This is an optimization exercise on Yosys and OpenROAD, whose aim is small area, a short achievable clock period and few clock cycles per item, not a production implementation. Function was checked by simulation only, so behaviour that the tests miss may differ from the original.

`flow/flow/run.sh`:
```
#!/bin/bash
# Standard layout, but the port buffers are sky130_fd_sc_hd__buf_4 instead of the delay
# buffer buffer_ports picks by default. Everything else is the standard flow's own flow (standard.sh).
set -euo pipefail
bash standard.sh "BUFFER_PORTS_ARGS=-buffer_cell sky130_fd_sc_hd__buf_4" finish > standard.log 2>&1
```
`flow/design.v`:
```
`default_nettype none
module bch (
	input  logic        i_clk,
	input  logic        i_arst_n,
	input  logic        i_set,
	input  logic [63:0] i_data,
	output logic        o_ready,
	output logic        o_finish,
	output logic [9:0]  o_data
);
	function automatic [9:0] qsolve(input [9:0] x);
		qsolve[0] = 1'b0;
		qsolve[1] = x[2] ^ x[4] ^ x[7];
		qsolve[2] = x[3] ^ x[4] ^ x[6] ^ x[7];
		qsolve[3] = x[1] ^ x[2] ^ x[4] ^ x[6] ^ x[9];
		qsolve[4] = x[3] ^ x[6] ^ x[7] ^ x[8] ^ x[9];
		qsolve[5] = x[0] ^ x[3] ^ x[6] ^ x[7] ^ x[9];
		qsolve[6] = x[7] ^ x[9];
		qsolve[7] = x[8] ^ x[9];
		qsolve[8] = x[6] ^ x[7] ^ x[9];
		qsolve[9] = x[8];
	endfunction
	function automatic [4:0] t_inv32(input [4:0] x);
		t_inv32[0] = 32'hbd89b432 >> x;
		t_inv32[1] = 32'hba357164 >> x;
		t_inv32[2] = 32'h4c98f3e8 >> x;
		t_inv32[3] = 32'h8a7ba4d8 >> x;
		t_inv32[4] = 32'hed3a0d2c >> x;
	endfunction
	function automatic [4:0] t_l31(input [4:0] x);
		t_l31[0] = 32'h1afb9244 >> x;
		t_l31[1] = 32'hb7903954 >> x;
		t_l31[2] = 32'h2dd584d8 >> x;
		t_l31[3] = 32'ha37162ac >> x;
		t_l31[4] = 32'h7a6628f0 >> x;
	endfunction
	function automatic [5:0] t_l33(input [4:0] x);
		t_l33[0] = 32'h69555995 >> x;
		t_l33[1] = 32'hf0c300ff >> x;
		t_l33[2] = 32'h63be30a6 >> x;
		t_l33[3] = 32'h5e952365 >> x;
		t_l33[4] = 32'h56651daa >> x;
		t_l33[5] = 32'h8000 >> x;
	endfunction
	function automatic [5:0] t_l33m3(input [4:0] x);
		t_l33m3[0] = 32'h965a9a64 >> x;
		t_l33m3[1] = 32'hcf33fcc0 >> x;
		t_l33m3[2] = 32'h7a2e688c >> x;
		t_l33m3[3] = 32'ha6d66bb8 >> x;
		t_l33m3[4] = 32'h95996594 >> x;
		t_l33m3[5] = 32'h0 >> x;
	endfunction
	function automatic [4:0] t_sq(input [4:0] x);
		t_sq[0] = 32'ha3be4c2d >> x;
		t_sq[1] = 32'hb51df26 >> x;
		t_sq[2] = 32'h6a3be4c2 >> x;
		t_sq[3] = 32'h30b51df2 >> x;
		t_sq[4] = 32'h7c985a8e >> x;
	endfunction
	function automatic [4:0] t_ki(input [5:0] x);
		t_ki[0] = 64'h1237cfb12 >> x;
		t_ki[1] = 64'h13c2010f2 >> x;
		t_ki[2] = 64'h1779327ba >> x;
		t_ki[3] = 64'hc81b604c >> x;
		t_ki[4] = 64'h18e9fe5c6 >> x;
	endfunction
	function automatic [4:0] t_kt(input [5:0] x);
		t_kt[0] = 64'h1e7d8948d >> x;
		t_kt[1] = 64'h1008794f0 >> x;
		t_kt[2] = 64'h993dd5de >> x;
		t_kt[3] = 64'hdb026320 >> x;
		t_kt[4] = 64'hff2e363a >> x;
	endfunction
	function automatic [9:0] t_a(input [4:0] x);
		t_a[0] = 32'h4ccccccc >> x;
		t_a[1] = 32'h70f0f0f0 >> x;
		t_a[2] = 32'h7f00ff00 >> x;
		t_a[3] = 32'h7fff0000 >> x;
		t_a[4] = 32'h2aaaaaaa >> x;
		t_a[5] = 32'h4ccccccc >> x;
		t_a[6] = 32'h70f0f0f0 >> x;
		t_a[7] = 32'h7f00ff00 >> x;
		t_a[8] = 32'h7fff0000 >> x;
		t_a[9] = 32'h2aaaaaaa >> x;
	endfunction
	function automatic [9:0] t_b(input [5:0] x);
		t_b[0] = 64'h199999998 >> x;
		t_b[1] = 64'h1e1e1e1e0 >> x;
		t_b[2] = 64'h1fe01fe00 >> x;
		t_b[3] = 64'h1fffe0000 >> x;
		t_b[4] = 64'haaaaaaaa >> x;
		t_b[5] = 64'h66666666 >> x;
		t_b[6] = 64'h1e1e1e1e >> x;
		t_b[7] = 64'h1fe01fe >> x;
		t_b[8] = 64'h1fffe >> x;
		t_b[9] = 64'h155555554 >> x;
	endfunction
	function automatic [4:0] m32(input [4:0] a, input [4:0] b);
		logic [8:0] p;
		p = '0;
		for (int i = 0; i < 5; i++)
			if (b[i])
				p = p ^ (9'(a) << i);
		for (int i = 8; i >= 5; i--)
			if (p[i])
				p = p ^ (9'b100101 << (i - 5));
		m32 = p[4:0];
	endfunction
	function automatic [4:0] sq32(input [4:0] a);
		sq32 = m32(a, a);
	endfunction
	function automatic [4:0] add31(input [4:0] a, input [4:0] b);
		logic [4:0] kg0;
		logic [4:0] kp0;
		logic [4:0] kg1;
		logic [4:0] kp1;
		logic [4:0] kg2;
		logic [4:0] kp2;
		logic [4:0] kg3;
		logic [4:0] kp3;
		logic [4:0] h;
		logic c;
		kg0 = a & b;
		kp0 = a ^ b;
		h = kp0;
		kg1[0] = kg0[0];
		kp1[0] = kp0[0];
		kg1[1] = kg0[1] | (kp0[1] & kg0[0]);
		kp1[1] = kp0[1] & kp0[0];
		kg1[2] = kg0[2] | (kp0[2] & kg0[1]);
		kp1[2] = kp0[2] & kp0[1];
		kg1[3] = kg0[3] | (kp0[3] & kg0[2]);
		kp1[3] = kp0[3] & kp0[2];
		kg1[4] = kg0[4] | (kp0[4] & kg0[3]);
		kp1[4] = kp0[4] & kp0[3];
		kg2[0] = kg1[0];
		kp2[0] = kp1[0];
		kg2[1] = kg1[1];
		kp2[1] = kp1[1];
		kg2[2] = kg1[2] | (kp1[2] & kg1[0]);
		kp2[2] = kp1[2] & kp1[0];
		kg2[3] = kg1[3] | (kp1[3] & kg1[1]);
		kp2[3] = kp1[3] & kp1[1];
		kg2[4] = kg1[4] | (kp1[4] & kg1[2]);
		kp2[4] = kp1[4] & kp1[2];
		kg3[0] = kg2[0];
		kp3[0] = kp2[0];
		kg3[1] = kg2[1];
		kp3[1] = kp2[1];
		kg3[2] = kg2[2];
		kp3[2] = kp2[2];
		kg3[3] = kg2[3];
		kp3[3] = kp2[3];
		kg3[4] = kg2[4] | (kp2[4] & kg2[0]);
		kp3[4] = kp2[4] & kp2[0];
		c = kg3[4] | kp3[4];
		add31[0] = h[0] ^ c;
		add31[1] = h[1] ^ (kg3[0] | (kp3[0] & c));
		add31[2] = h[2] ^ (kg3[1] | (kp3[1] & c));
		add31[3] = h[3] ^ (kg3[2] | (kp3[2] & c));
		add31[4] = h[4] ^ (kg3[3] | (kp3[3] & c));
	endfunction
	function automatic [9:0] add1023(input [9:0] a, input [9:0] b);
		logic [9:0] kg0;
		logic [9:0] kp0;
		logic [9:0] kg1;
		logic [9:0] kp1;
		logic [9:0] kg2;
		logic [9:0] kp2;
		logic [9:0] kg3;
		logic [9:0] kp3;
		logic [9:0] kg4;
		logic [9:0] kp4;
		logic [9:0] h;
		logic c;
		kg0 = a & b;
		kp0 = a ^ b;
		h = kp0;
		kg1[0] = kg0[0];
		kp1[0] = kp0[0];
		kg1[1] = kg0[1] | (kp0[1] & kg0[0]);
		kp1[1] = kp0[1] & kp0[0];
		kg1[2] = kg0[2] | (kp0[2] & kg0[1]);
		kp1[2] = kp0[2] & kp0[1];
		kg1[3] = kg0[3] | (kp0[3] & kg0[2]);
		kp1[3] = kp0[3] & kp0[2];
		kg1[4] = kg0[4] | (kp0[4] & kg0[3]);
		kp1[4] = kp0[4] & kp0[3];
		kg1[5] = kg0[5] | (kp0[5] & kg0[4]);
		kp1[5] = kp0[5] & kp0[4];
		kg1[6] = kg0[6] | (kp0[6] & kg0[5]);
		kp1[6] = kp0[6] & kp0[5];
		kg1[7] = kg0[7] | (kp0[7] & kg0[6]);
		kp1[7] = kp0[7] & kp0[6];
		kg1[8] = kg0[8] | (kp0[8] & kg0[7]);
		kp1[8] = kp0[8] & kp0[7];
		kg1[9] = kg0[9] | (kp0[9] & kg0[8]);
		kp1[9] = kp0[9] & kp0[8];
		kg2[0] = kg1[0];
		kp2[0] = kp1[0];
		kg2[1] = kg1[1];
		kp2[1] = kp1[1];
		kg2[2] = kg1[2] | (kp1[2] & kg1[0]);
		kp2[2] = kp1[2] & kp1[0];
		kg2[3] = kg1[3] | (kp1[3] & kg1[1]);
		kp2[3] = kp1[3] & kp1[1];
		kg2[4] = kg1[4] | (kp1[4] & kg1[2]);
		kp2[4] = kp1[4] & kp1[2];
		kg2[5] = kg1[5] | (kp1[5] & kg1[3]);
		kp2[5] = kp1[5] & kp1[3];
		kg2[6] = kg1[6] | (kp1[6] & kg1[4]);
		kp2[6] = kp1[6] & kp1[4];
		kg2[7] = kg1[7] | (kp1[7] & kg1[5]);
		kp2[7] = kp1[7] & kp1[5];
		kg2[8] = kg1[8] | (kp1[8] & kg1[6]);
		kp2[8] = kp1[8] & kp1[6];
		kg2[9] = kg1[9] | (kp1[9] & kg1[7]);
		kp2[9] = kp1[9] & kp1[7];
		kg3[0] = kg2[0];
		kp3[0] = kp2[0];
		kg3[1] = kg2[1];
		kp3[1] = kp2[1];
		kg3[2] = kg2[2];
		kp3[2] = kp2[2];
		kg3[3] = kg2[3];
		kp3[3] = kp2[3];
		kg3[4] = kg2[4] | (kp2[4] & kg2[0]);
		kp3[4] = kp2[4] & kp2[0];
		kg3[5] = kg2[5] | (kp2[5] & kg2[1]);
		kp3[5] = kp2[5] & kp2[1];
		kg3[6] = kg2[6] | (kp2[6] & kg2[2]);
		kp3[6] = kp2[6] & kp2[2];
		kg3[7] = kg2[7] | (kp2[7] & kg2[3]);
		kp3[7] = kp2[7] & kp2[3];
		kg3[8] = kg2[8] | (kp2[8] & kg2[4]);
		kp3[8] = kp2[8] & kp2[4];
		kg3[9] = kg2[9] | (kp2[9] & kg2[5]);
		kp3[9] = kp2[9] & kp2[5];
		kg4[0] = kg3[0];
		kp4[0] = kp3[0];
		kg4[1] = kg3[1];
		kp4[1] = kp3[1];
		kg4[2] = kg3[2];
		kp4[2] = kp3[2];
		kg4[3] = kg3[3];
		kp4[3] = kp3[3];
		kg4[4] = kg3[4];
		kp4[4] = kp3[4];
		kg4[5] = kg3[5];
		kp4[5] = kp3[5];
		kg4[6] = kg3[6];
		kp4[6] = kp3[6];
		kg4[7] = kg3[7];
		kp4[7] = kp3[7];
		kg4[8] = kg3[8] | (kp3[8] & kg3[0]);
		kp4[8] = kp3[8] & kp3[0];
		kg4[9] = kg3[9] | (kp3[9] & kg3[1]);
		kp4[9] = kp3[9] & kp3[1];
		c = kg4[9] | kp4[9];
		add1023[0] = h[0] ^ c;
		add1023[1] = h[1] ^ (kg4[0] | (kp4[0] & c));
		add1023[2] = h[2] ^ (kg4[1] | (kp4[1] & c));
		add1023[3] = h[3] ^ (kg4[2] | (kp4[2] & c));
		add1023[4] = h[4] ^ (kg4[3] | (kp4[3] & c));
		add1023[5] = h[5] ^ (kg4[4] | (kp4[4] & c));
		add1023[6] = h[6] ^ (kg4[5] | (kp4[5] & c));
		add1023[7] = h[7] ^ (kg4[6] | (kp4[6] & c));
		add1023[8] = h[8] ^ (kg4[7] | (kp4[7] & c));
		add1023[9] = h[9] ^ (kg4[8] | (kp4[8] & c));
	endfunction
	function automatic lt10(input [9:0] a, input [9:0] bn);
		logic [9:0] kg0;
		logic [9:0] kp0;
		logic [9:0] kg1;
		logic [9:0] kp1;
		logic [9:0] kg2;
		logic [9:0] kp2;
		logic [9:0] kg3;
		logic [9:0] kp3;
		logic [9:0] kg4;
		logic [9:0] kp4;
		logic [9:0] h;
		logic [9:0] b;
		logic c;
		b = ~bn;
		kg0 = a & b;
		kp0 = a ^ b;
		h = kp0;
		kg1[0] = kg0[0];
		kp1[0] = kp0[0];
		kg1[1] = kg0[1] | (kp0[1] & kg0[0]);
		kp1[1] = kp0[1] & kp0[0];
		kg1[2] = kg0[2] | (kp0[2] & kg0[1]);
		kp1[2] = kp0[2] & kp0[1];
		kg1[3] = kg0[3] | (kp0[3] & kg0[2]);
		kp1[3] = kp0[3] & kp0[2];
		kg1[4] = kg0[4] | (kp0[4] & kg0[3]);
		kp1[4] = kp0[4] & kp0[3];
		kg1[5] = kg0[5] | (kp0[5] & kg0[4]);
		kp1[5] = kp0[5] & kp0[4];
		kg1[6] = kg0[6] | (kp0[6] & kg0[5]);
		kp1[6] = kp0[6] & kp0[5];
		kg1[7] = kg0[7] | (kp0[7] & kg0[6]);
		kp1[7] = kp0[7] & kp0[6];
		kg1[8] = kg0[8] | (kp0[8] & kg0[7]);
		kp1[8] = kp0[8] & kp0[7];
		kg1[9] = kg0[9] | (kp0[9] & kg0[8]);
		kp1[9] = kp0[9] & kp0[8];
		kg2[0] = kg1[0];
		kp2[0] = kp1[0];
		kg2[1] = kg1[1];
		kp2[1] = kp1[1];
		kg2[2] = kg1[2] | (kp1[2] & kg1[0]);
		kp2[2] = kp1[2] & kp1[0];
		kg2[3] = kg1[3] | (kp1[3] & kg1[1]);
		kp2[3] = kp1[3] & kp1[1];
		kg2[4] = kg1[4] | (kp1[4] & kg1[2]);
		kp2[4] = kp1[4] & kp1[2];
		kg2[5] = kg1[5] | (kp1[5] & kg1[3]);
		kp2[5] = kp1[5] & kp1[3];
		kg2[6] = kg1[6] | (kp1[6] & kg1[4]);
		kp2[6] = kp1[6] & kp1[4];
		kg2[7] = kg1[7] | (kp1[7] & kg1[5]);
		kp2[7] = kp1[7] & kp1[5];
		kg2[8] = kg1[8] | (kp1[8] & kg1[6]);
		kp2[8] = kp1[8] & kp1[6];
		kg2[9] = kg1[9] | (kp1[9] & kg1[7]);
		kp2[9] = kp1[9] & kp1[7];
		kg3[0] = kg2[0];
		kp3[0] = kp2[0];
		kg3[1] = kg2[1];
		kp3[1] = kp2[1];
		kg3[2] = kg2[2];
		kp3[2] = kp2[2];
		kg3[3] = kg2[3];
		kp3[3] = kp2[3];
		kg3[4] = kg2[4] | (kp2[4] & kg2[0]);
		kp3[4] = kp2[4] & kp2[0];
		kg3[5] = kg2[5] | (kp2[5] & kg2[1]);
		kp3[5] = kp2[5] & kp2[1];
		kg3[6] = kg2[6] | (kp2[6] & kg2[2]);
		kp3[6] = kp2[6] & kp2[2];
		kg3[7] = kg2[7] | (kp2[7] & kg2[3]);
		kp3[7] = kp2[7] & kp2[3];
		kg3[8] = kg2[8] | (kp2[8] & kg2[4]);
		kp3[8] = kp2[8] & kp2[4];
		kg3[9] = kg2[9] | (kp2[9] & kg2[5]);
		kp3[9] = kp2[9] & kp2[5];
		kg4[0] = kg3[0];
		kp4[0] = kp3[0];
		kg4[1] = kg3[1];
		kp4[1] = kp3[1];
		kg4[2] = kg3[2];
		kp4[2] = kp3[2];
		kg4[3] = kg3[3];
		kp4[3] = kp3[3];
		kg4[4] = kg3[4];
		kp4[4] = kp3[4];
		kg4[5] = kg3[5];
		kp4[5] = kp3[5];
		kg4[6] = kg3[6];
		kp4[6] = kp3[6];
		kg4[7] = kg3[7];
		kp4[7] = kp3[7];
		kg4[8] = kg3[8] | (kp3[8] & kg3[0]);
		kp4[8] = kp3[8] & kp3[0];
		kg4[9] = kg3[9] | (kp3[9] & kg3[1]);
		kp4[9] = kp3[9] & kp3[1];
		lt10 = !(kg4[9] | kp4[9]);
	endfunction
	function automatic [6:0] a6(input [5:0] a, input [5:0] b);
		logic [5:0] kg0;
		logic [5:0] kp0;
		logic [5:0] kg1;
		logic [5:0] kp1;
		logic [5:0] kg2;
		logic [5:0] kp2;
		logic [5:0] kg3;
		logic [5:0] kp3;
		logic [5:0] h;
		logic c;
		kg0 = a & b;
		kp0 = a ^ b;
		h = kp0;
		kg1[0] = kg0[0];
		kp1[0] = kp0[0];
		kg1[1] = kg0[1] | (kp0[1] & kg0[0]);
		kp1[1] = kp0[1] & kp0[0];
		kg1[2] = kg0[2] | (kp0[2] & kg0[1]);
		kp1[2] = kp0[2] & kp0[1];
		kg1[3] = kg0[3] | (kp0[3] & kg0[2]);
		kp1[3] = kp0[3] & kp0[2];
		kg1[4] = kg0[4] | (kp0[4] & kg0[3]);
		kp1[4] = kp0[4] & kp0[3];
		kg1[5] = kg0[5] | (kp0[5] & kg0[4]);
		kp1[5] = kp0[5] & kp0[4];
		kg2[0] = kg1[0];
		kp2[0] = kp1[0];
		kg2[1] = kg1[1];
		kp2[1] = kp1[1];
		kg2[2] = kg1[2] | (kp1[2] & kg1[0]);
		kp2[2] = kp1[2] & kp1[0];
		kg2[3] = kg1[3] | (kp1[3] & kg1[1]);
		kp2[3] = kp1[3] & kp1[1];
		kg2[4] = kg1[4] | (kp1[4] & kg1[2]);
		kp2[4] = kp1[4] & kp1[2];
		kg2[5] = kg1[5] | (kp1[5] & kg1[3]);
		kp2[5] = kp1[5] & kp1[3];
		kg3[0] = kg2[0];
		kp3[0] = kp2[0];
		kg3[1] = kg2[1];
		kp3[1] = kp2[1];
		kg3[2] = kg2[2];
		kp3[2] = kp2[2];
		kg3[3] = kg2[3];
		kp3[3] = kp2[3];
		kg3[4] = kg2[4] | (kp2[4] & kg2[0]);
		kp3[4] = kp2[4] & kp2[0];
		kg3[5] = kg2[5] | (kp2[5] & kg2[1]);
		kp3[5] = kp2[5] & kp2[1];
		a6[0] = h[0];
		a6[1] = h[1] ^ kg3[0];
		a6[2] = h[2] ^ kg3[1];
		a6[3] = h[3] ^ kg3[2];
		a6[4] = h[4] ^ kg3[3];
		a6[5] = h[5] ^ kg3[4];
		a6[6] = kg3[5];
	endfunction
	function automatic [7:0] a7(input [6:0] a, input [6:0] b);
		logic [6:0] kg0;
		logic [6:0] kp0;
		logic [6:0] kg1;
		logic [6:0] kp1;
		logic [6:0] kg2;
		logic [6:0] kp2;
		logic [6:0] kg3;
		logic [6:0] kp3;
		logic [6:0] h;
		logic c;
		kg0 = a & b;
		kp0 = a ^ b;
		h = kp0;
		kg1[0] = kg0[0];
		kp1[0] = kp0[0];
		kg1[1] = kg0[1] | (kp0[1] & kg0[0]);
		kp1[1] = kp0[1] & kp0[0];
		kg1[2] = kg0[2] | (kp0[2] & kg0[1]);
		kp1[2] = kp0[2] & kp0[1];
		kg1[3] = kg0[3] | (kp0[3] & kg0[2]);
		kp1[3] = kp0[3] & kp0[2];
		kg1[4] = kg0[4] | (kp0[4] & kg0[3]);
		kp1[4] = kp0[4] & kp0[3];
		kg1[5] = kg0[5] | (kp0[5] & kg0[4]);
		kp1[5] = kp0[5] & kp0[4];
		kg1[6] = kg0[6] | (kp0[6] & kg0[5]);
		kp1[6] = kp0[6] & kp0[5];
		kg2[0] = kg1[0];
		kp2[0] = kp1[0];
		kg2[1] = kg1[1];
		kp2[1] = kp1[1];
		kg2[2] = kg1[2] | (kp1[2] & kg1[0]);
		kp2[2] = kp1[2] & kp1[0];
		kg2[3] = kg1[3] | (kp1[3] & kg1[1]);
		kp2[3] = kp1[3] & kp1[1];
		kg2[4] = kg1[4] | (kp1[4] & kg1[2]);
		kp2[4] = kp1[4] & kp1[2];
		kg2[5] = kg1[5] | (kp1[5] & kg1[3]);
		kp2[5] = kp1[5] & kp1[3];
		kg2[6] = kg1[6] | (kp1[6] & kg1[4]);
		kp2[6] = kp1[6] & kp1[4];
		kg3[0] = kg2[0];
		kp3[0] = kp2[0];
		kg3[1] = kg2[1];
		kp3[1] = kp2[1];
		kg3[2] = kg2[2];
		kp3[2] = kp2[2];
		kg3[3] = kg2[3];
		kp3[3] = kp2[3];
		kg3[4] = kg2[4] | (kp2[4] & kg2[0]);
		kp3[4] = kp2[4] & kp2[0];
		kg3[5] = kg2[5] | (kp2[5] & kg2[1]);
		kp3[5] = kp2[5] & kp2[1];
		kg3[6] = kg2[6] | (kp2[6] & kg2[2]);
		kp3[6] = kp2[6] & kp2[2];
		a7[0] = h[0];
		a7[1] = h[1] ^ kg3[0];
		a7[2] = h[2] ^ kg3[1];
		a7[3] = h[3] ^ kg3[2];
		a7[4] = h[4] ^ kg3[3];
		a7[5] = h[5] ^ kg3[4];
		a7[6] = h[6] ^ kg3[5];
		a7[7] = kg3[6];
	endfunction
	function automatic [5:0] add33(input [5:0] x, input [5:0] y);
		logic [5:0] sv;
		logic [5:0] cv;
		logic [6:0] s;
		logic [7:0] t;
		sv = x ^ y ^ 6'd31;
		cv = (x & y) | ((x | y) & 6'd31);
		s  = a6(x, y);
		t  = a7({1'b0, sv}, {cv, 1'b0});   
		add33 = t[6] ? t[5:0] : s[5:0];
	endfunction
	logic       busy;
	logic       rdy;
	logic [3:0] cnt;
	logic       last;
	logic       fin;
	assign o_ready = rdy;
	assign last    = busy && (cnt == 4'd15);
	always_ff @(posedge i_clk or negedge i_arst_n) begin
		if (!i_arst_n) begin
			busy   <= 1'b0;
			rdy    <= 1'b1;
			cnt    <= '0;
			fin    <= 1'b0;
		end else begin
			fin    <= last;
			cnt    <= cnt + 1'b1;
			if (!busy) begin
				cnt  <= 4'd1;
				busy <= i_set;
				rdy  <= !i_set;
			end else if (last) begin
				busy <= 1'b0;
				rdy  <= 1'b1;
			end
		end
	end
	logic [63:0] dm;
	logic [9:0]  acc1;
	logic [9:0]  acc3;
	logic [9:0]  fb1;
	logic [9:0]  fb3;
	assign dm  = {i_data[63] && !last, i_data[62:0]};   
	assign fb1 = busy ? acc1 : 10'd0;
	assign fb3 = busy ? acc3 : 10'd0;
	logic [343:0] sx;
	assign sx[0] = dm[5] ^ dm[53];
	assign sx[1] = dm[34] ^ dm[52];
	assign sx[2] = dm[7] ^ dm[46];
	assign sx[3] = dm[17] ^ dm[58];
	assign sx[4] = dm[14] ^ dm[33];
	assign sx[5] = dm[20] ^ dm[60];
	assign sx[6] = dm[27] ^ dm[29];
	assign sx[7] = dm[54] ^ dm[57];
	assign sx[8] = dm[10] ^ dm[37];
	assign sx[9] = dm[38] ^ dm[48];
	assign sx[10] = dm[31] ^ dm[62];
	assign sx[11] = dm[1] ^ dm[56];
	assign sx[12] = dm[23] ^ sx[0];
	assign sx[13] = dm[0] ^ dm[51];
	assign sx[14] = dm[24] ^ dm[61];
	assign sx[15] = dm[11] ^ dm[13];
	assign sx[16] = dm[36] ^ dm[45];
	assign sx[17] = dm[12] ^ dm[15];
	assign sx[18] = dm[9] ^ dm[40];
	assign sx[19] = dm[35] ^ dm[59];
	assign sx[20] = dm[3] ^ dm[18];
	assign sx[21] = dm[4] ^ sx[10];
	assign sx[22] = dm[32] ^ sx[4];
	assign sx[23] = sx[5] ^ sx[9];
	assign sx[24] = dm[6] ^ sx[3];
	assign sx[25] = sx[1] ^ sx[6];
	assign sx[26] = dm[47] ^ sx[11];
	assign sx[27] = fb3[7] ^ dm[43];
	assign sx[28] = dm[42] ^ dm[49];
	assign sx[29] = dm[16] ^ dm[26];
	assign sx[30] = sx[7] ^ sx[14];
	assign sx[31] = dm[30] ^ sx[2];
	assign sx[32] = sx[12] ^ sx[19];
	assign sx[33] = fb3[5] ^ fb3[9];
	assign sx[34] = fb3[3] ^ dm[21];
	assign sx[35] = dm[28] ^ dm[55];
	assign sx[36] = fb3[8] ^ dm[22];
	assign sx[37] = dm[2] ^ dm[50];
	assign sx[38] = dm[19] ^ dm[44];
	assign sx[39] = sx[8] ^ sx[15];
	assign sx[40] = fb1[4] ^ sx[17];
	assign sx[41] = fb3[4] ^ sx[33];
	assign sx[42] = fb3[6] ^ dm[39];
	assign sx[43] = fb1[7] ^ dm[43];
	assign sx[44] = dm[25] ^ sx[13];
	assign sx[45] = sx[18] ^ sx[29];
	assign sx[46] = sx[16] ^ sx[20];
	assign sx[47] = sx[27] ^ sx[34];
	assign sx[48] = dm[41] ^ sx[25];
	assign sx[49] = sx[22] ^ sx[39];
	assign sx[50] = sx[24] ^ sx[26];
	assign sx[51] = fb1[3] ^ fb1[5];
	assign sx[52] = fb3[2] ^ dm[34];
	assign sx[53] = dm[8] ^ dm[55];
	assign sx[54] = dm[11] ^ dm[49];
	assign sx[55] = dm[59] ^ sx[1];
	assign sx[56] = dm[42] ^ sx[2];
	assign sx[57] = dm[51] ^ sx[28];
	assign sx[58] = dm[20] ^ sx[18];
	assign sx[59] = dm[53] ^ sx[37];
	assign sx[60] = dm[21] ^ sx[38];
	assign sx[61] = dm[18] ^ sx[7];
	assign sx[62] = sx[21] ^ sx[23];
	assign sx[63] = fb3[0] ^ sx[30];
	assign sx[64] = fb1[1] ^ sx[40];
	assign sx[65] = dm[48] ^ sx[47];
	assign sx[66] = sx[25] ^ sx[31];
	assign sx[67] = sx[21] ^ sx[42];
	assign sx[68] = sx[15] ^ sx[23];
	assign sx[69] = fb1[6] ^ sx[32];
	assign sx[70] = fb3[1] ^ sx[32];
	assign sx[71] = dm[22] ^ sx[48];
	assign sx[72] = fb1[3] ^ fb1[9];
	assign sx[73] = fb1[2] ^ fb1[9];
	assign sx[74] = dm[12] ^ dm[56];
	assign sx[75] = dm[46] ^ sx[41];
	assign sx[76] = dm[15] ^ dm[17];
	assign sx[77] = dm[3] ^ dm[54];
	assign sx[78] = dm[16] ^ dm[24];
	assign sx[79] = dm[60] ^ sx[72];
	assign sx[80] = dm[26] ^ dm[29];
	assign sx[81] = dm[2] ^ dm[47];
	assign sx[82] = dm[0] ^ dm[32];
	assign sx[83] = dm[7] ^ dm[37];
	assign sx[84] = dm[39] ^ sx[73];
	assign sx[85] = dm[26] ^ dm[33];
	assign sx[86] = fb3[8] ^ dm[44];
	assign sx[87] = dm[13] ^ sx[51];
	assign sx[88] = fb1[0] ^ dm[61];
	assign sx[89] = dm[14] ^ dm[19];
	assign sx[90] = dm[3] ^ dm[4];
	assign sx[91] = sx[2] ^ sx[53];
	assign sx[92] = sx[0] ^ sx[52];
	assign sx[93] = sx[3] ^ sx[4];
	assign sx[94] = dm[25] ^ sx[36];
	assign sx[95] = dm[62] ^ sx[38];
	assign sx[96] = sx[54] ^ sx[85];
	assign sx[97] = sx[5] ^ sx[13];
	assign sx[98] = sx[43] ^ sx[84];
	assign sx[99] = dm[57] ^ sx[9];
	assign sx[100] = dm[0] ^ sx[35];
	assign sx[101] = sx[14] ^ sx[17];
	assign sx[102] = dm[63] ^ sx[28];
	assign sx[103] = dm[8] ^ sx[8];
	assign sx[104] = sx[36] ^ sx[76];
	assign sx[105] = dm[45] ^ sx[13];
	assign sx[106] = sx[6] ^ sx[8];
	assign sx[107] = sx[43] ^ sx[88];
	assign sx[108] = fb1[2] ^ sx[16];
	assign sx[109] = sx[22] ^ sx[44];
	assign sx[110] = dm[27] ^ sx[93];
	assign sx[111] = dm[39] ^ sx[56];
	assign sx[112] = dm[60] ^ sx[45];
	assign sx[113] = sx[24] ^ sx[75];
	assign sx[114] = sx[30] ^ sx[31];
	assign sx[115] = sx[46] ^ sx[59];
	assign sx[116] = sx[55] ^ sx[99];
	assign sx[117] = dm[52] ^ sx[61];
	assign sx[118] = sx[77] ^ sx[102];
	assign sx[119] = sx[12] ^ sx[40];
	assign sx[120] = dm[58] ^ sx[91];
	assign sx[121] = sx[60] ^ sx[66];
	assign sx[122] = sx[58] ^ sx[113];
	assign sx[123] = sx[49] ^ sx[90];
	assign sx[124] = sx[11] ^ sx[64];
	assign sx[125] = sx[16] ^ sx[65];
	assign sx[126] = sx[35] ^ sx[50];
	assign sx[127] = fb1[8] ^ sx[114];
	assign sx[128] = sx[50] ^ sx[62];
	assign sx[129] = sx[57] ^ sx[112];
	assign sx[130] = fb1[6] ^ dm[16];
	assign sx[131] = dm[28] ^ dm[36];
	assign sx[132] = sx[10] ^ sx[79];
	assign sx[133] = sx[130] ^ sx[131];
	assign sx[134] = sx[24] ^ sx[132];
	assign sx[135] = sx[133] ^ sx[109];
	assign sx[136] = sx[118] ^ sx[119];
	assign sx[137] = sx[134] ^ sx[121];
	assign sx[138] = sx[135] ^ sx[136];
	assign sx[139] = sx[137] ^ sx[138];
	assign sx[140] = dm[7] ^ dm[35];
	assign sx[141] = sx[4] ^ sx[18];
	assign sx[142] = sx[28] ^ sx[140];
	assign sx[143] = sx[107] ^ sx[141];
	assign sx[144] = sx[142] ^ sx[68];
	assign sx[145] = sx[117] ^ sx[119];
	assign sx[146] = sx[143] ^ sx[126];
	assign sx[147] = sx[144] ^ sx[145];
	assign sx[148] = sx[146] ^ sx[147];
	assign sx[149] = fb1[0] ^ fb1[1];
	assign sx[150] = fb1[4] ^ sx[149];
	assign sx[151] = sx[150] ^ dm[2];
	assign sx[152] = dm[15] ^ dm[22];
	assign sx[153] = dm[29] ^ dm[31];
	assign sx[154] = sx[1] ^ sx[35];
	assign sx[155] = sx[79] ^ sx[151];
	assign sx[156] = sx[152] ^ sx[153];
	assign sx[157] = sx[26] ^ sx[46];
	assign sx[158] = sx[154] ^ sx[155];
	assign sx[159] = sx[156] ^ sx[49];
	assign sx[160] = sx[157] ^ sx[158];
	assign sx[161] = sx[69] ^ sx[127];
	assign sx[162] = sx[159] ^ sx[160];
	assign sx[163] = sx[161] ^ sx[162];
	assign sx[164] = dm[5] ^ dm[10];
	assign sx[165] = dm[50] ^ sx[164];
	assign sx[166] = sx[61] ^ sx[96];
	assign sx[167] = sx[98] ^ sx[105];
	assign sx[168] = sx[165] ^ sx[62];
	assign sx[169] = sx[64] ^ sx[166];
	assign sx[170] = sx[167] ^ sx[121];
	assign sx[171] = sx[168] ^ sx[169];
	assign sx[172] = sx[170] ^ sx[171];
	assign sx[173] = dm[33] ^ dm[37];
	assign sx[174] = dm[53] ^ sx[29];
	assign sx[175] = sx[87] ^ sx[173];
	assign sx[176] = sx[55] ^ sx[108];
	assign sx[177] = sx[174] ^ sx[175];
	assign sx[178] = sx[176] ^ sx[177];
	assign sx[179] = sx[127] ^ sx[128];
	assign sx[180] = sx[178] ^ sx[179];
	assign sx[181] = fb1[8] ^ dm[52];
	assign sx[182] = sx[3] ^ sx[20];
	assign sx[183] = sx[80] ^ sx[89];
	assign sx[184] = sx[181] ^ sx[100];
	assign sx[185] = sx[182] ^ sx[183];
	assign sx[186] = sx[68] ^ sx[111];
	assign sx[187] = sx[184] ^ sx[185];
	assign sx[188] = sx[69] ^ sx[124];
	assign sx[189] = sx[186] ^ sx[187];
	assign sx[190] = sx[188] ^ sx[189];
	assign sx[191] = fb1[5] ^ dm[9];
	assign sx[192] = dm[12] ^ dm[14];
	assign sx[193] = dm[38] ^ dm[54];
	assign sx[194] = sx[54] ^ sx[83];
	assign sx[195] = sx[191] ^ sx[192];
	assign sx[196] = sx[193] ^ sx[44];
	assign sx[197] = sx[98] ^ sx[194];
	assign sx[198] = sx[195] ^ sx[115];
	assign sx[199] = sx[196] ^ sx[197];
	assign sx[200] = sx[71] ^ sx[126];
	assign sx[201] = sx[198] ^ sx[199];
	assign sx[202] = sx[200] ^ sx[201];
	assign sx[203] = dm[21] ^ dm[46];
	assign sx[204] = sx[87] ^ sx[203];
	assign sx[205] = sx[21] ^ sx[45];
	assign sx[206] = sx[103] ^ sx[204];
	assign sx[207] = sx[110] ^ sx[115];
	assign sx[208] = sx[116] ^ sx[205];
	assign sx[209] = sx[206] ^ sx[124];
	assign sx[210] = sx[207] ^ sx[208];
	assign sx[211] = sx[209] ^ sx[210];
	assign sx[212] = fb1[4] ^ dm[56];
	assign sx[213] = sx[37] ^ sx[78];
	assign sx[214] = sx[212] ^ sx[58];
	assign sx[215] = sx[60] ^ sx[106];
	assign sx[216] = sx[108] ^ sx[213];
	assign sx[217] = sx[109] ^ sx[117];
	assign sx[218] = sx[120] ^ sx[214];
	assign sx[219] = sx[215] ^ sx[216];
	assign sx[220] = sx[69] ^ sx[217];
	assign sx[221] = sx[218] ^ sx[219];
	assign sx[222] = sx[220] ^ sx[221];
	assign sx[223] = sx[51] ^ dm[17];
	assign sx[224] = dm[48] ^ sx[0];
	assign sx[225] = sx[53] ^ sx[74];
	assign sx[226] = sx[223] ^ sx[107];
	assign sx[227] = sx[224] ^ sx[225];
	assign sx[228] = sx[226] ^ sx[227];
	assign sx[229] = sx[71] ^ sx[123];
	assign sx[230] = sx[129] ^ sx[228];
	assign sx[231] = sx[229] ^ sx[230];
	assign sx[232] = dm[33] ^ sx[27];
	assign sx[233] = sx[26] ^ sx[95];
	assign sx[234] = sx[97] ^ sx[103];
	assign sx[235] = sx[104] ^ sx[232];
	assign sx[236] = sx[66] ^ sx[118];
	assign sx[237] = sx[233] ^ sx[234];
	assign sx[238] = sx[235] ^ sx[70];
	assign sx[239] = sx[236] ^ sx[237];
	assign sx[240] = sx[238] ^ sx[239];
	assign sx[241] = fb3[0] ^ fb3[9];
	assign sx[242] = sx[241] ^ dm[11];
	assign sx[243] = dm[41] ^ sx[82];
	assign sx[244] = sx[86] ^ sx[242];
	assign sx[245] = sx[31] ^ sx[45];
	assign sx[246] = sx[46] ^ sx[92];
	assign sx[247] = sx[101] ^ sx[106];
	assign sx[248] = sx[243] ^ sx[244];
	assign sx[249] = sx[245] ^ sx[246];
	assign sx[250] = sx[247] ^ sx[248];
	assign sx[251] = sx[128] ^ sx[249];
	assign sx[252] = sx[250] ^ sx[251];
	assign sx[253] = sx[33] ^ dm[1];
	assign sx[254] = dm[8] ^ dm[30];
	assign sx[255] = dm[40] ^ dm[47];
	assign sx[256] = dm[50] ^ sx[0];
	assign sx[257] = sx[10] ^ sx[17];
	assign sx[258] = sx[82] ^ sx[83];
	assign sx[259] = sx[253] ^ sx[254];
	assign sx[260] = sx[255] ^ sx[30];
	assign sx[261] = sx[47] ^ sx[94];
	assign sx[262] = sx[256] ^ sx[257];
	assign sx[263] = sx[258] ^ sx[259];
	assign sx[264] = sx[48] ^ sx[68];
	assign sx[265] = sx[260] ^ sx[261];
	assign sx[266] = sx[262] ^ sx[263];
	assign sx[267] = sx[264] ^ sx[265];
	assign sx[268] = sx[266] ^ sx[267];
	assign sx[269] = sx[41] ^ dm[10];
	assign sx[270] = dm[18] ^ dm[36];
	assign sx[271] = sx[81] ^ sx[89];
	assign sx[272] = sx[269] ^ sx[270];
	assign sx[273] = sx[12] ^ sx[94];
	assign sx[274] = sx[101] ^ sx[271];
	assign sx[275] = sx[272] ^ sx[67];
	assign sx[276] = sx[116] ^ sx[120];
	assign sx[277] = sx[273] ^ sx[274];
	assign sx[278] = sx[129] ^ sx[275];
	assign sx[279] = sx[276] ^ sx[277];
	assign sx[280] = sx[278] ^ sx[279];
	assign sx[281] = fb3[7] ^ fb3[9];
	assign sx[282] = sx[281] ^ dm[1];
	assign sx[283] = dm[9] ^ dm[28];
	assign sx[284] = dm[35] ^ dm[58];
	assign sx[285] = sx[5] ^ sx[20];
	assign sx[286] = sx[29] ^ sx[42];
	assign sx[287] = sx[282] ^ sx[283];
	assign sx[288] = sx[284] ^ sx[39];
	assign sx[289] = sx[59] ^ sx[95];
	assign sx[290] = sx[285] ^ sx[286];
	assign sx[291] = sx[287] ^ sx[63];
	assign sx[292] = sx[288] ^ sx[289];
	assign sx[293] = sx[290] ^ sx[71];
	assign sx[294] = sx[291] ^ sx[292];
	assign sx[295] = sx[293] ^ sx[294];
	assign sx[296] = fb3[2] ^ dm[5];
	assign sx[297] = sx[36] ^ sx[78];
	assign sx[298] = sx[296] ^ sx[26];
	assign sx[299] = sx[56] ^ sx[100];
	assign sx[300] = sx[297] ^ sx[65];
	assign sx[301] = sx[67] ^ sx[110];
	assign sx[302] = sx[298] ^ sx[299];
	assign sx[303] = sx[300] ^ sx[301];
	assign sx[304] = sx[302] ^ sx[303];
	assign sx[305] = sx[41] ^ dm[1];
	assign sx[306] = dm[6] ^ dm[24];
	assign sx[307] = dm[27] ^ dm[55];
	assign sx[308] = sx[7] ^ sx[19];
	assign sx[309] = sx[86] ^ sx[305];
	assign sx[310] = sx[306] ^ sx[307];
	assign sx[311] = sx[97] ^ sx[308];
	assign sx[312] = sx[309] ^ sx[310];
	assign sx[313] = sx[111] ^ sx[311];
	assign sx[314] = sx[312] ^ sx[123];
	assign sx[315] = sx[125] ^ sx[313];
	assign sx[316] = sx[314] ^ sx[315];
	assign sx[317] = sx[81] ^ sx[44];
	assign sx[318] = sx[92] ^ sx[96];
	assign sx[319] = sx[63] ^ sx[317];
	assign sx[320] = sx[318] ^ sx[122];
	assign sx[321] = sx[125] ^ sx[319];
	assign sx[322] = sx[320] ^ sx[321];
	assign sx[323] = fb3[4] ^ fb3[5];
	assign sx[324] = fb3[6] ^ sx[323];
	assign sx[325] = sx[324] ^ dm[45];
	assign sx[326] = sx[34] ^ sx[37];
	assign sx[327] = sx[80] ^ sx[325];
	assign sx[328] = sx[23] ^ sx[57];
	assign sx[329] = sx[104] ^ sx[326];
	assign sx[330] = sx[327] ^ sx[49];
	assign sx[331] = sx[63] ^ sx[328];
	assign sx[332] = sx[329] ^ sx[70];
	assign sx[333] = sx[330] ^ sx[331];
	assign sx[334] = sx[332] ^ sx[333];
	assign sx[335] = sx[6] ^ sx[20];
	assign sx[336] = sx[27] ^ sx[52];
	assign sx[337] = sx[74] ^ sx[22];
	assign sx[338] = sx[105] ^ sx[335];
	assign sx[339] = sx[336] ^ sx[67];
	assign sx[340] = sx[337] ^ sx[338];
	assign sx[341] = sx[70] ^ sx[122];
	assign sx[342] = sx[339] ^ sx[340];
	assign sx[343] = sx[341] ^ sx[342];
	always_ff @(posedge i_clk) begin
		acc1[0] <= sx[139];
		acc1[1] <= sx[148];
		acc1[2] <= sx[163];
		acc1[3] <= sx[172];
		acc1[4] <= sx[180];
		acc1[5] <= sx[190];
		acc1[6] <= sx[202];
		acc1[7] <= sx[211];
		acc1[8] <= sx[222];
		acc1[9] <= sx[231];
		acc3[0] <= sx[240];
		acc3[1] <= sx[252];
		acc3[2] <= sx[268];
		acc3[3] <= sx[280];
		acc3[4] <= sx[295];
		acc3[5] <= sx[304];
		acc3[6] <= sx[316];
		acc3[7] <= sx[322];
		acc3[8] <= sx[334];
		acc3[9] <= sx[343];
	end
	logic [11:0] st;      
	logic [4:0] r_31;     
	logic [5:0] r_33;
	logic [9:0] lin;      
	logic [9:0] lx;
	logic [4:0] qt;       
	logic [4:0] qn;       
	logic       qbz;      
	logic [4:0] raw31;
	logic [5:0] raw33;
	logic [5:0] m3_33;
	assign lx = fin ? acc1 : lin;
	logic [4:0] opa;
	logic [4:0] op1b;
	logic [4:0] op2b;
	logic [4:0] esq;
	assign esq  = t_sq(r_31);
	assign opa  = st[3] ? esq : lx[4:0];
	assign op1b = st[3] ? t_ki(r_33) : t_inv32(lx[9:5]);
	assign op2b = st[3] ? t_kt(r_33) : lx[9:5];
	always_ff @(posedge i_clk) begin
		qt  <= m32(opa, op1b);
		qn  <= m32(opa, op2b) ^ (st[3] ? 5'd0 : (sq32(lx[4:0]) ^ sq32(lx[9:5])));
		qbz <= (lx[9:5] == 5'd0);
	end
	assign raw31 = t_l31(qn);
	assign raw33 = qbz ? 6'd0 : t_l33(qt);
	assign m3_33 = qbz ? 6'd0 : t_l33m3(qt);
	logic [4:0] x31;
	logic [5:0] x33;
	always_ff @(posedge i_clk) begin
		x31 <= raw31;
		x33 <= st[0] ? m3_33 : raw33;
	end
	logic [4:0] r1_31;    
	logic [5:0] r1_33;
	logic [4:0] op31;
	logic [5:0] op33;
	logic       s1z;      
	logic       s3z;      
	logic       single;
	logic       nosol;    
	logic       sgl_n;
	logic [9:0] p;
	logic [9:0] p1;
	logic [9:0] od;
	logic       of;
	logic [1:0] ocnt;
	logic       od_lt;
	logic       empty;
	always_ff @(posedge i_clk or negedge i_arst_n) begin
		if (!i_arst_n) begin
			st <= '0;
		end else begin
			st <= {st[10:0], fin};
		end
	end
	assign op31 = st[1] ? {x31[3:0], x31[4]} : st[2] ? ~r_31 : r1_31;
	assign op33 = st[1] ? 6'd0 : st[2] ? r_33 : r1_33;
	assign sgl_n = !s3z && (r_31 == 5'd0) && (r_33 == 6'd0);
	logic [9:0] exq;
	logic       sglq;
	assign exq = {qt, qn};
	always_ff @(posedge i_clk) begin
		sglq <= sgl_n;
	end
	logic [4:0] c31;
	logic [9:0] cb;
	always_ff @(posedge i_clk) begin
		c31 <= r_31;
		cb  <= t_b(r_33);
	end
	assign p     = add1023(t_a(c31), cb);
	assign od_lt = lt10(od, p1);
	assign empty = s1z || (!single && nosol);
	always_ff @(posedge i_clk) begin
		if (fin) begin
			s1z <= (acc1 == 10'd0);
			lin <= acc3;
		end else if (st[4]) begin
			lin <= sglq ? 10'd1 : s3z ? 10'd32 : (qsolve(exq) ^ 10'd32);
		end else begin
			lin <= lin ^ 10'd1;
		end
		if (st[0]) begin
			s3z   <= (lin == 10'd0);
			r1_31 <= raw31;
			r1_33 <= raw33;
		end
		if (st[4]) begin
			single <= sglq;
			nosol  <= !s3z && ^(exq & 10'd288);
		end
		r_31 <= add31(x31, op31);
		r_33 <= add33(x33, op33);
		if (st[9] || (st[11] && !od_lt))
			p1 <= st[9] ? p : od;
	end
	assign o_finish = of;
	assign o_data   = od;
	always_ff @(posedge i_clk or negedge i_arst_n) begin
		if (!i_arst_n) begin
			of   <= 1'b0;
			ocnt <= '0;
		end else begin
			if (st[11]) begin
				of   <= 1'b1;
				ocnt <= empty ? 2'd0 : single ? 2'd1 : 2'd2;
			end else if (of) begin
				if (ocnt == 2'd0)
					of <= 1'b0;
				else
					ocnt <= ocnt - 1'b1;
			end
		end
	end
	always_ff @(posedge i_clk) begin
		if (st[10]) begin
			od <= p;
		end else if (st[11]) begin
			if (empty)
				od <= 10'd1023;
			else if (single || !od_lt)
				od <= p1;
		end else if (ocnt == 2'd2) begin
			od <= p1;
		end else begin
			od <= 10'd1023;
		end
	end
endmodule
`default_nettype wire
```
`flow/standard.sh`:
```
#!/bin/bash
# synth_recipe.tcl (not shown) runs the flow's synth.tcl, then flattens the netlist and writes it again
# the make line also repeats each setting of config.mk as NAME=value (left out here)
make -C /OpenROAD-flow-scripts/flow DESIGN_CONFIG=/design/flow/config.mk WORK_HOME=/design/flow/orfs CLKGATE_MAP_FILE= SYNTH_SCRIPT=/design/flow/synth_recipe.tcl "${@:-finish}"
```
`flow/config.mk`:
```
export PLATFORM = sky130hd
export DESIGN_NAME = bch
export DESIGN_NICKNAME = bch
export VERILOG_FILES = /design/flow/design.v
export SDC_FILE = /design/flow/constraint.sdc
export NUM_CORES = 4
export LEC_CHECK = 0
export ABC_AREA = 0
export ABC_CLOCK_PERIOD_IN_PS = 2700
export CAP_MARGIN = 20
export CORE_MARGIN = 2
export CORE_UTILIZATION = 40
export SETUP_SLACK_MARGIN = 3.8
export SLEW_MARGIN = 20
```
`flow/constraint.sdc`:
```
create_clock -name core_clock -period 6.5 [get_ports {i_clk}]
set_input_delay 1.3000 -clock core_clock [delete_from_list [all_inputs] [get_ports {i_clk}]]
set_output_delay 1.3000 -clock core_clock [all_outputs]
set_load 0.01 [all_outputs]
```
==> results of run 1 <==
[flip-flops by register name, summed over array words and instances, names as in the netlist, 10 cells and up]
register / cells
acc3: 10
lin: 10
acc1: 10
st: 12
cb: 10
p1: 10
od: 10
[per-layer routing]
layer	vias up	share of wire	wire length (um)
li1	5179	-	-
met1	5198	0.45	16860
met2	306	0.49	18240
met3	61	0.042	1573
met4	0	0.022	813
met5	-	0	0
[placed cells by master (no fill, tap or decap), drive strengths merged, types with 4 or more instances in the layout]
cell	netlist	routed
nand3	11	11
a21o	12	12
and2	8	8
a22o	10	10
o21ai	71	72
buf	30	171
nand2b	14	14
ha	84	84
nor4	4	4
a211oi	13	13
xor2	87	87
a21boi	9	9
nor4b	4	4
xnor2	346	347
edfxtp	44	44
dfrtp	21	21
nand3b	5	5
nor2b	8	8
clkinv	1	6
inv	70	74
mux4	8	8
dfxtp	70	70
o31ai	7	7
or2	10	10
o211ai	16	16
o2111ai	4	4
nand2	103	104
a211o	4	4
or4	4	4
nor3	13	13
a31oi	11	11
a221oi	4	4
mux2i	36	36
nor2	98	98
a21oi	73	73
clkbuf	35	18
mux2	16	17
and3	4	4
o21a	18	18
[final cells by class]
class	count	share of cell area
well taps	402	0.03022
clock inverters	14	0.009773
clock buffers	18	0.02579
repair buffers	171	0.08517
inverters	71	0.01737
flip-flops and latches	136	0.1996
multi-input cells	1174	0.6321
[cells by family (layout without fill, tap and decap cells)]
logic type,Yosys count,after routing,share of synthesized area
AO/OA/AOI/OAI,289,290,0.1504
XOR/XNOR,434,435,0.2956
adder cells (fa/ha/maj),87,87,0.08608
buffers and inverters,136,274,0.04556
flip-flops,136,136,0.2537
multiplexers,60,61,0.06049
AND/OR/NAND/NOR,300,301,0.1082
[stage by stage]
step | util | hold slack, ns | cell area, um2 | setup WS (ns)
3_5_place_dp | 0.4433 | 0.3355 | 14030 | 2.970
2_1_floorplan | - | 0.3290 | 13260 | 3.669
6_report | 0.5261 | 0.3506 | 16640 | 3.606
3_3_place_gp | 0.4433 | 0.3356 | 14030 | 2.940
5_1_grt | 0.5261 | 0.3739 | 16640 | 3.538
4_1_cts | 0.4940 | 0.3542 | 15630 | 3.649
[worst max-delay path by stage]
stage | endpoint | slack (ns)
3_5_place_dp | r_33[1] | 2.97
6_report | p1[9] | 3.61
3_3_place_gp | r_33[1] | 2.94
2_1_floorplan | acc1[9] | 3.67
4_1_cts | p1[9] | 3.65
5_1_grt | qt[0] | 3.54
[critical path, cell delays in order (launching register included)]
cell and delay (ns):
dfxtp_4 0.35, and3_4 0.18, a21boi_4 0.17, ha_4 0.22, o21a_1 0.16, o211ai_1 0.17, a21o_1 0.18, a21oi_2 0.09
o41ai_4 0.24, buf_6 0.18, a41oi_4 0.13, o21ai_2 0.18, a22oi_2 0.12, mux2_4 0.28
[timing repair]
item / 4_1_cts / 5_1_grt
setup buffers: 50 / 38
cloned: 2 / 2
setup endpoints to repair: 69 / 76
resized for setup: 128 / 119
hold buffers: 0 / 0
pin swaps: 60 / 83
==> summary.txt, run 1 <==
# TYPE chip_impl_metric gauge
chip_impl_metric{name="synth.ff_latch_count",unit=""} 136
chip_impl_metric{name="routabilityCongestion",unit=""} 0.9265
chip_impl_info{name="rr_endpoint",value="p1[9]"} 1
chip_impl_metric{name="timing_limited_maximum_frequency",unit="GHz"} 0.3456
chip_impl_metric{name="vias",unit=""} 10740
chip_impl_metric{name="setup_viol",unit=""} 0
chip_impl_metric{name="avgRoutedWirePerCell",unit="um"} 18.88
chip_impl_metric{name="gr-usage-met1",unit=""} 0.2918
chip_impl_metric{name="first_pass_iters",unit=""} 5
chip_impl_metric{name="totalWireLength",unit="um"} 37490
chip_impl_metric{name="number_of_i_o_pins",unit=""} 79
chip_impl_metric{name="synth_warnings",unit=""} 1
chip_impl_metric{name="grt-ovfl-total",unit=""} 0
chip_impl_metric{name="clock_latency",unit="ns"} 0.44
chip_impl_metric{name="cts_num_sinks",unit=""} 136
chip_impl_metric{name="initial_antenna_violation_count",unit=""} 0
chip_impl_metric{name="synth_fp_nets",unit=""} 1596
chip_impl_metric{name="port_buffers",unit=""} 78
chip_impl_metric{name="yosysTopAreaCellShare",unit=""} 0.2348
chip_impl_info{name="post-synth-top-count-cell",value="xnor2_1"} 1
chip_impl_metric{name="multi_input_comb_area",unit="um2"} 10520
chip_impl_metric{name="finalClockSkew",unit="ns"} 0.01154
chip_impl_metric{name="syn_area_per_cell",unit="um2"} 8.951
chip_impl_metric{name="hold_violations",unit=""} 0
chip_impl_info{name="post_synth_main_area_contributors",value="xnor2_1 (23%), dfxtp_1 (11%), edfxtp_1 (10%)"} 1
chip_impl_metric{name="regArea",unit="um2"} 3322
chip_impl_metric{name="postRouteAntennaNets",unit=""} 0
chip_impl_metric{name="part_of_the_yosys_area_used_for_sequential_elements",unit=""} 0.2537
chip_impl_metric{name="period_needed",unit="ns"} 2.894
chip_impl_metric{name="area.growth.synth_to_final",unit="%"} 28.95
chip_impl_metric{name="syn-instance-count",unit=""} 1442
chip_impl_metric{name="cts_inserted_buffers",unit=""} 17
chip_impl_metric{name="worst-r2r-cell-count",unit=""} 13
chip_impl_info{name="hold_path_startpoint",value="st[5]"} 1
chip_impl_metric{name="fin_crit_sh",unit=""} 0.4452
chip_impl_metric{name="grt_max_degree",unit=""} 33
chip_impl_metric{name="timing.hold.worst_path_depth",unit=""} 0
chip_impl_metric{name="placedCellCount",unit=""} 1862
chip_impl_metric{name="slew_headroom",unit=""} 0.3315
chip_impl_info{name="grt_setup_unrepaired",value="true"} 1
chip_impl_metric{name="count_of_nets_after_finishing",unit=""} 1725
chip_impl_metric{name="grtUsageTotal",unit=""} 0.2170
chip_impl_metric{name="core_region_area",unit="um2"} 31640
chip_impl_info{name="outcome",value="complete, no violations"} 1
chip_impl_metric{name="n_antenna_cell",unit=""} 0
chip_impl_metric{name="cts.reportedPaths.clkPinSlew",unit="ns"} 0.06
chip_impl_metric{name="max_h_tree_level",unit=""} 4
chip_impl_info{name="synth_ff_type",value="dfxtp_1"} 1
chip_impl_metric{name="global_route.usage.met2",unit=""} 0.3650
chip_impl_info{name="setup.worst_path.class",value="reg2reg"} 1
chip_impl_metric{name="instances_no_fill",unit=""} 1986
chip_impl_info{name="min_to",value="st[6]"} 1
chip_impl_info{name="regToRegStartpoint",value="c31[3]"} 1
chip_impl_metric{name="detail_route.vias_per_cell",unit=""} 5.410
chip_impl_info{name="critical_path.startpoint_type",value="flip-flop"} 1
chip_impl_metric{name="setup_total_negative_slack",unit="ns"} 0
chip_impl_metric{name="overall_die_height",unit="um"} 183.6
chip_impl_metric{name="drive_above_1_share",unit=""} 0.2835
chip_impl_metric{name="synth-edff-count",unit=""} 44
chip_impl_info{name="synth_common_cells",value="xnor2_1 (346), nand2_1 (103), nor2_1 (97), xor2_1 (87), ha_1 (84)"} 1
chip_impl_metric{name="max_cap_violations",unit=""} 0
chip_impl_metric{name="reg2reg_setup_slack",unit="ns"} 3.61
chip_impl_metric{name="grt_pass1_vias",unit=""} 10370
chip_impl_info{name="synth_largest_area_cell",value="xnor2_1"} 1
chip_impl_metric{name="async_flop_share",unit=""} 0.1618
chip_impl_metric{name="x_dimension_of_the_die",unit="um"} 183.6
chip_impl_info{name="grt_most_used_layer",value="met2"} 1
chip_impl_metric{name="remaining_drc_errors",unit=""} 0
chip_impl_metric{name="post-dp-hpwl",unit="um"} 27290
chip_impl_metric{name="met3_usage",unit=""} 0.02476
chip_impl_info{name="tritoncts",value="done"} 1
chip_impl_metric{name="worstPathArrival",unit="ns"} 3.08
chip_impl_info{name="min_path_type",value="reg2reg"} 1
chip_impl_metric{name="first_iter_violations",unit=""} 827
chip_impl_metric{name="fillerInstances",unit=""} 2811
chip_impl_info{name="ctsRootBufferMaster",value="clkbuf_16"} 1
chip_impl_metric{name="dieArea",unit="um2"} 33720
chip_impl_info{name="crit_path_start",value="c31[3]"} 1
chip_impl_metric{name="critPathMaxFanout",unit=""} 4
chip_impl_metric{name="drv_slew",unit=""} 0
chip_impl_metric{name="synth_cell_type_count",unit=""} 91
chip_impl_metric{name="grt_pass1_wl",unit="um"} 56950
chip_impl_metric{name="worst-slew-pin-transition",unit="ns"} 1.001
chip_impl_info{name="worst_setup_path_end_kind",value="flip-flop"} 1
chip_impl_metric{name="syn-cell-area",unit="um2"} 12910
chip_impl_metric{name="worst-endpoint-required",unit="ns"} 6.69
chip_impl_metric{name="placement_rows",unit=""} 65
chip_impl_metric{name="cts_buffer_depth",unit=""} 2
chip_impl_metric{name="initial_utilization",unit=""} 0.4080
Testbench counts, summed over its fixed seeds: cycles 3,193, items 192.
==> run 2, diff against run 1 <==
--- a/flow/config.mk
+++ b/flow/config.mk
@@ -6,6 +6,5 @@
 export NUM_CORES = 4
 export LEC_CHECK = 0
-export ABC_AREA = 0
-export ABC_CLOCK_PERIOD_IN_PS = 2700
+export ABC_AREA = 1
 export CAP_MARGIN = 20
 export CORE_MARGIN = 2
@@ -13,2 +12,3 @@
 export SETUP_SLACK_MARGIN = 3.8
 export SLEW_MARGIN = 20
+export TNS_END_PERCENT = 10
==> run 2 against run 1 <==
Die area is 4.5% higher. First-iteration DRC count is 7.4% higher. Fmax is 5.2% higher. Sequential cell count stayed put. Cell count is 23% higher. Register-to-register slack better by 0.19 ns. Sequential share of layout area is 0.98 points higher. Clock-buffer cell count stayed put. Synthesized area is 4.6% higher. Critical path type is now in2reg.
==> summary.txt, run 2 <==
# TYPE chip_impl_metric gauge
chip_impl_info{name="grt_setup_unrepaired",value="true"} 1
chip_impl_info{name="regToRegStartpoint",value="r_33[5]"} 1
chip_impl_metric{name="wl_met1",unit="um"} 16200
chip_impl_metric{name="synth.ff_latch_count",unit=""} 136
chip_impl_metric{name="finalClockSkew",unit="ns"} 0.02098
chip_impl_info{name="synth_largest_area_cell",value="nand2_1"} 1
chip_impl_metric{name="worst-endpoint-required",unit="ns"} 6.81
chip_impl_metric{name="synth_fp_nets",unit=""} 2055
chip_impl_metric{name="max_h_tree_level",unit=""} 4
chip_impl_metric{name="timing.hold.worst_path_depth",unit=""} 0
chip_impl_metric{name="port_buffers",unit=""} 78
chip_impl_metric{name="grt-ovfl-total",unit=""} 0
chip_impl_metric{name="cts_num_sinks",unit=""} 136
chip_impl_metric{name="count_of_nets_after_finishing",unit=""} 2142
chip_impl_metric{name="yosysTopAreaCellShare",unit=""} 0.1474
chip_impl_info{name="topRoutingLayerUsed",value="met4"} 1
chip_impl_metric{name="initial_antenna_violation_count",unit=""} 0
chip_impl_metric{name="synth_cell_type_count",unit=""} 53
chip_impl_metric{name="n_antenna_cell",unit=""} 0
chip_impl_metric{name="syn-cell-area",unit="um2"} 13500
chip_impl_metric{name="grt_pass1_wl",unit="um"} 61560
chip_impl_metric{name="hold_violations",unit=""} 0
chip_impl_metric{name="core_region_area",unit="um2"} 33360
chip_impl_info{name="outcome",value="complete, no violations"} 1
chip_impl_metric{name="syn-instance-count",unit=""} 1901
chip_impl_info{name="rr_endpoint",value="r_33[3]"} 1
chip_impl_info{name="worst_setup_path_end_kind",value="flip-flop"} 1
chip_impl_metric{name="area.growth.synth_to_final",unit="%"} 16.95
chip_impl_metric{name="critPathMaxFanout",unit=""} 3
chip_impl_metric{name="x_dimension_of_the_die",unit="um"} 187.7
chip_impl_metric{name="detailroute.wirelength.met2",unit="um"} 19850
chip_impl_info{name="tritoncts",value="done"} 1
chip_impl_info{name="min_to",value="st[9]"} 1
chip_impl_metric{name="syn_area_per_cell",unit="um2"} 7.102
chip_impl_info{name="synth_ff_type",value="dfxtp_1"} 1
chip_impl_metric{name="vias",unit=""} 12330
chip_impl_metric{name="synth-edff-count",unit=""} 44
chip_impl_metric{name="drive_above_1_share",unit=""} 0.1449
chip_impl_info{name="ctsRootBufferMaster",value="clkbuf_16"} 1
chip_impl_info{name="largest_register",value="st"} 1
chip_impl_info{name="synth_common_cells",value="nand2_1 (530), inv_1 (198), xor2_1 (196), xnor2_1 (149), nand3_1 (116)"} 1
chip_impl_metric{name="wl_met3",unit="um"} 1948
chip_impl_metric{name="instances_no_fill",unit=""} 2449
chip_impl_metric{name="synth_warnings",unit=""} 1
chip_impl_metric{name="post-route-util",unit=""} 0.4732
chip_impl_info{name="setup.worst_path.class",value="in2reg"} 1
chip_impl_metric{name="routabilityCongestion",unit=""} 0.9909
chip_impl_metric{name="postRouteAntennaNets",unit=""} 0
chip_impl_metric{name="grt_max_degree",unit=""} 28
chip_impl_info{name="min_path_type",value="reg2reg"} 1
chip_impl_metric{name="first_pass_iters",unit=""} 5
chip_impl_metric{name="avgRoutedWirePerCell",unit="um"} 16.23
chip_impl_metric{name="grtUsageTotal",unit=""} 0.2204
chip_impl_metric{name="setup_total_negative_slack",unit="ns"} 0
chip_impl_metric{name="max_cap_violations",unit=""} 0
chip_impl_metric{name="cts_inserted_buffers",unit=""} 17
chip_impl_metric{name="placement_rows",unit=""} 67
chip_impl_metric{name="drv_slew",unit=""} 0
chip_impl_metric{name="cts_buffer_depth",unit=""} 2
chip_impl_metric{name="totalWireLength",unit="um"} 39740
chip_impl_metric{name="placedCellCount",unit=""} 2389
chip_impl_metric{name="clock_latency",unit="ns"} 0.43
chip_impl_info{name="hold_path_startpoint",value="st[8]"} 1
chip_impl_metric{name="remaining_drc_errors",unit=""} 0
chip_impl_info{name="post-synth-top-count-cell",value="nand2_1"} 1
chip_impl_metric{name="cts.reportedPaths.clkPinSlew",unit="ns"} 0.07
chip_impl_metric{name="detail_route.vias_per_cell",unit=""} 5.036
chip_impl_metric{name="post_cts_hold_buffer_count",unit=""} 0
-- run 2: cell types whose count changed after synthesis, moves of 17 or more --
cell,before,now
nand2_1,103,530
xnor2_1,346,149
inv_1,68,198
xor2_1,87,196
nand3_1,11,116
mux2i_1,31,0
o21ai_0,66,96
nor2_1,97,115
clkbuf_1,34,17
-- run 2: worst max-delay path by stage --
stage                     from       to  slack (ns)  depth (start not counted)
floorplan            i_data[1]  acc1[2]        3.77                         10
global placement       r_33[3]  r_33[5]        3.06                         14
detailed placement     r_33[3]  r_33[4]        3.01                         13
CTS                        fin    qt[3]        3.59                         22
global route             st[2]  r_31[0]        3.66                         15
finish              i_data[15]  acc1[5]        3.75                          7
-- run 2: layout make-up --
type / count / area [um2]
multi-input combinational: 1514 / 9668
clock buffer: 18 / 429.2
fill: 3390 / 17580
timing repair buffer: 109 / 869.6
sequential: 136 / 3306
tap: 448 / 560.5
inverter: 210 / 817.0
clock inverter: 14 / 138.9
-- run 2: logic make-up after synthesis --
kind of cell | after synthesis | share of synthesized area
xor+xnor | 369 | 0.2527
fa+ha+maj | 87 | 0.08230
flops | 136 | 0.2425
buf+inv | 252 | 0.07461
compound gates | 233 | 0.09713
simple gates | 824 | 0.2507
-- run 2: stage by stage --
stage | hold WS [ns] | setup slack, ns | area [um2]
2_1_floorplan | 0.3312 | 3.769 | 13570
3_3_place_gp | 0.3330 | 3.063 | 14520
3_5_place_dp | 0.3347 | 3.011 | 14520
4_1_cts | 0.3481 | 3.589 | 15160
5_1_grt | 0.3619 | 3.660 | 15790
6_report | 0.3477 | 3.750 | 15790
-- run 2: layer usage --
metal	vias to the layer above	track usage
met5	-	0
met3	90	0.03481
li1	6245	-
met1	5590	0.2606
met4	0	0.09449
met2	409	0.3944
-- run 2: critical path, stage by stage --
cell     delay (ns)
buf_4          0.13
xnor2_2        0.37
xor2_1         0.30
xor2_1         0.38
xor2_2         0.28
xnor2_1        0.11
xor2_1         0.18
-- run 2: what timing repair did --
action                                  CTS  global route
pin swaps                                 4            22
gates resized for setup                  19           108
gates cloned                              0             4
endpoints found under the setup margin   47            74
buffers inserted                          4            20

## static timing again, ports no longer ideal
No port has a modelled driver above. Below, the same layouts with a new extraction and two added sets of constraints.
Step 1 (the two cells are an assumption about what drives the block):
set clk [get_ports {i_clk}]
set_driving_cell -lib_cell sky130_fd_sc_hd__clkbuf_16 $clk
set_driving_cell -lib_cell sky130_fd_sc_hd__buf_2 [delete_from_list [all_inputs] $clk]
Step 2, shift: input delay + t, output delay - t, t = (earliest + latest rising clock arrival at the registers) / 2. This alone moves slack from input paths to output paths.
Slacks: ideal / step 1 / step 2; pairs: ideal / step 1.
run	shift t [ns]	setup slack, ns	worst setup path after step 2
run 1	0.481	3.606 / 3.606 / 3.396	input to register
run 2	0.461	3.750 / 3.761 / 3.300	input to register
After both steps every run listed still meets setup and hold. For run 2, which loses most, drivers alone change the setup slack by +0.011 ns; drivers and shift together by -0.450 ns.
